This design comes from an exercise in tuning for small area, a short achievable clock period and few clock cycles per item on the open sky130 flow, not from production work.
The RTL was checked by simulation tests, not by an equivalence proof against the original design.
Power and IR drop assume default switching activity.

// fft_top
module fft_top
(
    input  logic                clk,
    input  logic                rst_n,
    input  logic                in_valid_i,
    input  logic [23:0]         din_i,
    output logic                in_ready_o,
    input  logic                credit_i,
    output logic                out_valid_o,
    output logic [31:0]         dout_o
);
Settings: LEC_CHECK=0, CAP_MARGIN=20, CORE_MARGIN=2, CORE_UTILIZATION=40, SLEW_MARGIN=20; clock period 12.0 ns.
run.sh (not shown) runs the stock make flow with config.mk's settings and CLKGATE_MAP_FILE= SYNTH_SCRIPT=/design/flow/synth_recipe.tcl, a recipe that flattens the netlist after the stock synthesis.
Testbench counts at the start, summed over its fixed seeds: cycles 3,246, frames 192.
Rerun with:
--- a/flow/design.v
+++ b/flow/design.v
@@ -1,15 +1,15 @@
 package fft_pkg;
     localparam int N_POINTS   = 16;
     localparam int CREDIT_MAX = 4;
-    localparam int SKID_DEPTH = 14;
+    localparam int SKID_DEPTH = 13;
     localparam int STALL_LEN  = 56;
 endpackage
 module add_bk
 #(
     parameter int W = 16
 )
 (
     input  logic [W-1:0] a,
     input  logic [W-1:0] b,
     input  logic         ci,
     output logic [W-1:0] s
@@ -133,36 +133,48 @@
     logic [3:0]  pp;             
     logic [2:0]  fv;             
     logic [2:0]  cc;             
     logic [5:0]  st;             
     logic        vb;             
     logic        ov;             
     logic        ir;             
     logic [3:0]  sb;             
     logic [23:0] din_q;
     logic        dv_q;
     logic [23:0] sk [SK];
+    logic [3:0]  sh, sh_n;
     logic        push, pop;
     logic [23:0] xin;
     logic        xv;
     always_ff @(posedge clk)
         din_q <= din_i;
     assign push = dv_q && (!adv || (sb != 4'd0));
     assign pop  = adv && (sb != 4'd0);
     always_ff @(posedge clk)
     begin
         sk[0] <= push ? din_q : sk[SK-1];
         for (int i = 1; i < SK; i++)
             sk[i] <= sk[i-1];
     end
-    assign xin = (sb != 4'd0) ? sk[SK-1] : din_q;
+    always_comb
+    begin
+        if ((sb == 4'd0) || ((sb == 4'd1) && pop))
+            sh_n = 4'd0;
+        else if (pop)
+            sh_n = sh;
+        else if (sh == 4'(SK - 1))
+            sh_n = 4'd0;
+        else
+            sh_n = sh + 4'd1;
+    end
+    assign xin = (sb != 4'd0) ? sk[sh] : din_q;
     assign xv  = (sb != 4'd0) || dv_q;
     logic [27:0] l3_0;
     logic [44:0] l3_1;           
     logic [58:0] l3_2;           
     logic [27:0] l3 [3:7];
     logic [2:0]  tg3;            
     logic [2:0]  m3a, m3b, m3c;
     logic [13:0] p3r, p3i, s3r, s3i;
     logic [13:0] al3, be3, ga3, de3, y3r, y3i;
     logic [12:0] x3r, x3i, a3r, a3i, sum3r, sum3i, dif3r, dif3i;
     logic [27:0] l3_in, o3, p3;
@@ -359,35 +371,37 @@
         else
             st_n = 6'd0;
         adv_n = (st_n == 6'd0) && !(vb_n && (cc_n == 3'd0));
         sb_n  = sb + {3'd0, push} - {3'd0, pop};
     end
     always_ff @(posedge clk or negedge rst_n)
     begin
         if (!rst_n)
         begin
             dv_q <= 1'b0;
             sb   <= '0;
+            sh   <= '0;
             pp   <= '0;
             fv   <= '0;
             cc   <= '0;
             st   <= '0;
             adv  <= 1'b1;
             vb   <= 1'b0;
             ov   <= 1'b0;
             ir   <= 1'b0;
         end
         else
         begin
             dv_q <= in_valid_i;
             sb   <= sb_n;
+            sh   <= sh_n;
             pp   <= pp_n;
             fv   <= fv_n;
             cc   <= cc_n;
             st   <= st_n;
             adv  <= adv_n;
             vb   <= vb_n;
             ov   <= vb_n && adv_n;
             ir   <= adv_n && (pp_n == 4'd15) && (sb_n == 4'd0)
                     && ((cc_n == 3'(fft_pkg::CREDIT_MAX)) || (fv_n[1:0] == 2'b00));
         end
     end
Outcome: Worst hold slack hardly moves; final area went up by a few percent; non-clock buffer count is higher by 10; critical path depth goes down by 1; first-iteration DRC count climbs by well over a third; worst setup slack loses 0.88 ns; clock skew is about the same; register-to-register slack got worse by 0.88 ns; die area climbs by a few percent; final cell count grows by a few percent; routed wire length goes up by about a fifth; via count is higher by roughly a tenth; power goes up by about a fifth.
Testbench counts after the change, summed over its fixed seeds: cycles 3,246, frames 192.

[port drivers added, routing unchanged]
How much do the figures lean on ideal ports? The routed layouts below were timed once more, with nothing changed but the port constraints.
Step 1 assumes that a clkbuf_16 drives the clock port and a buf_2 every other input.
Step 2 also shifts input and output timing later by t, the mid clock arrival at the registers, as if the neighbouring blocks saw the same clock.
a / b / c = ideal ports / drivers / drivers and shift; a / b = the first two.
run | shift t [ns] | setup slack, ns | hold slack, ns | worst setup path at the end
the first run | 0.817 | 6.824 / 6.824 / 6.824 | 0.310 / 0.310 / 0.310 | register to register
the second run | 0.810 | 5.947 / 5.947 / 5.947 | 0.311 / 0.311 / 0.311 | register to register
After both steps every run listed still meets setup and hold.
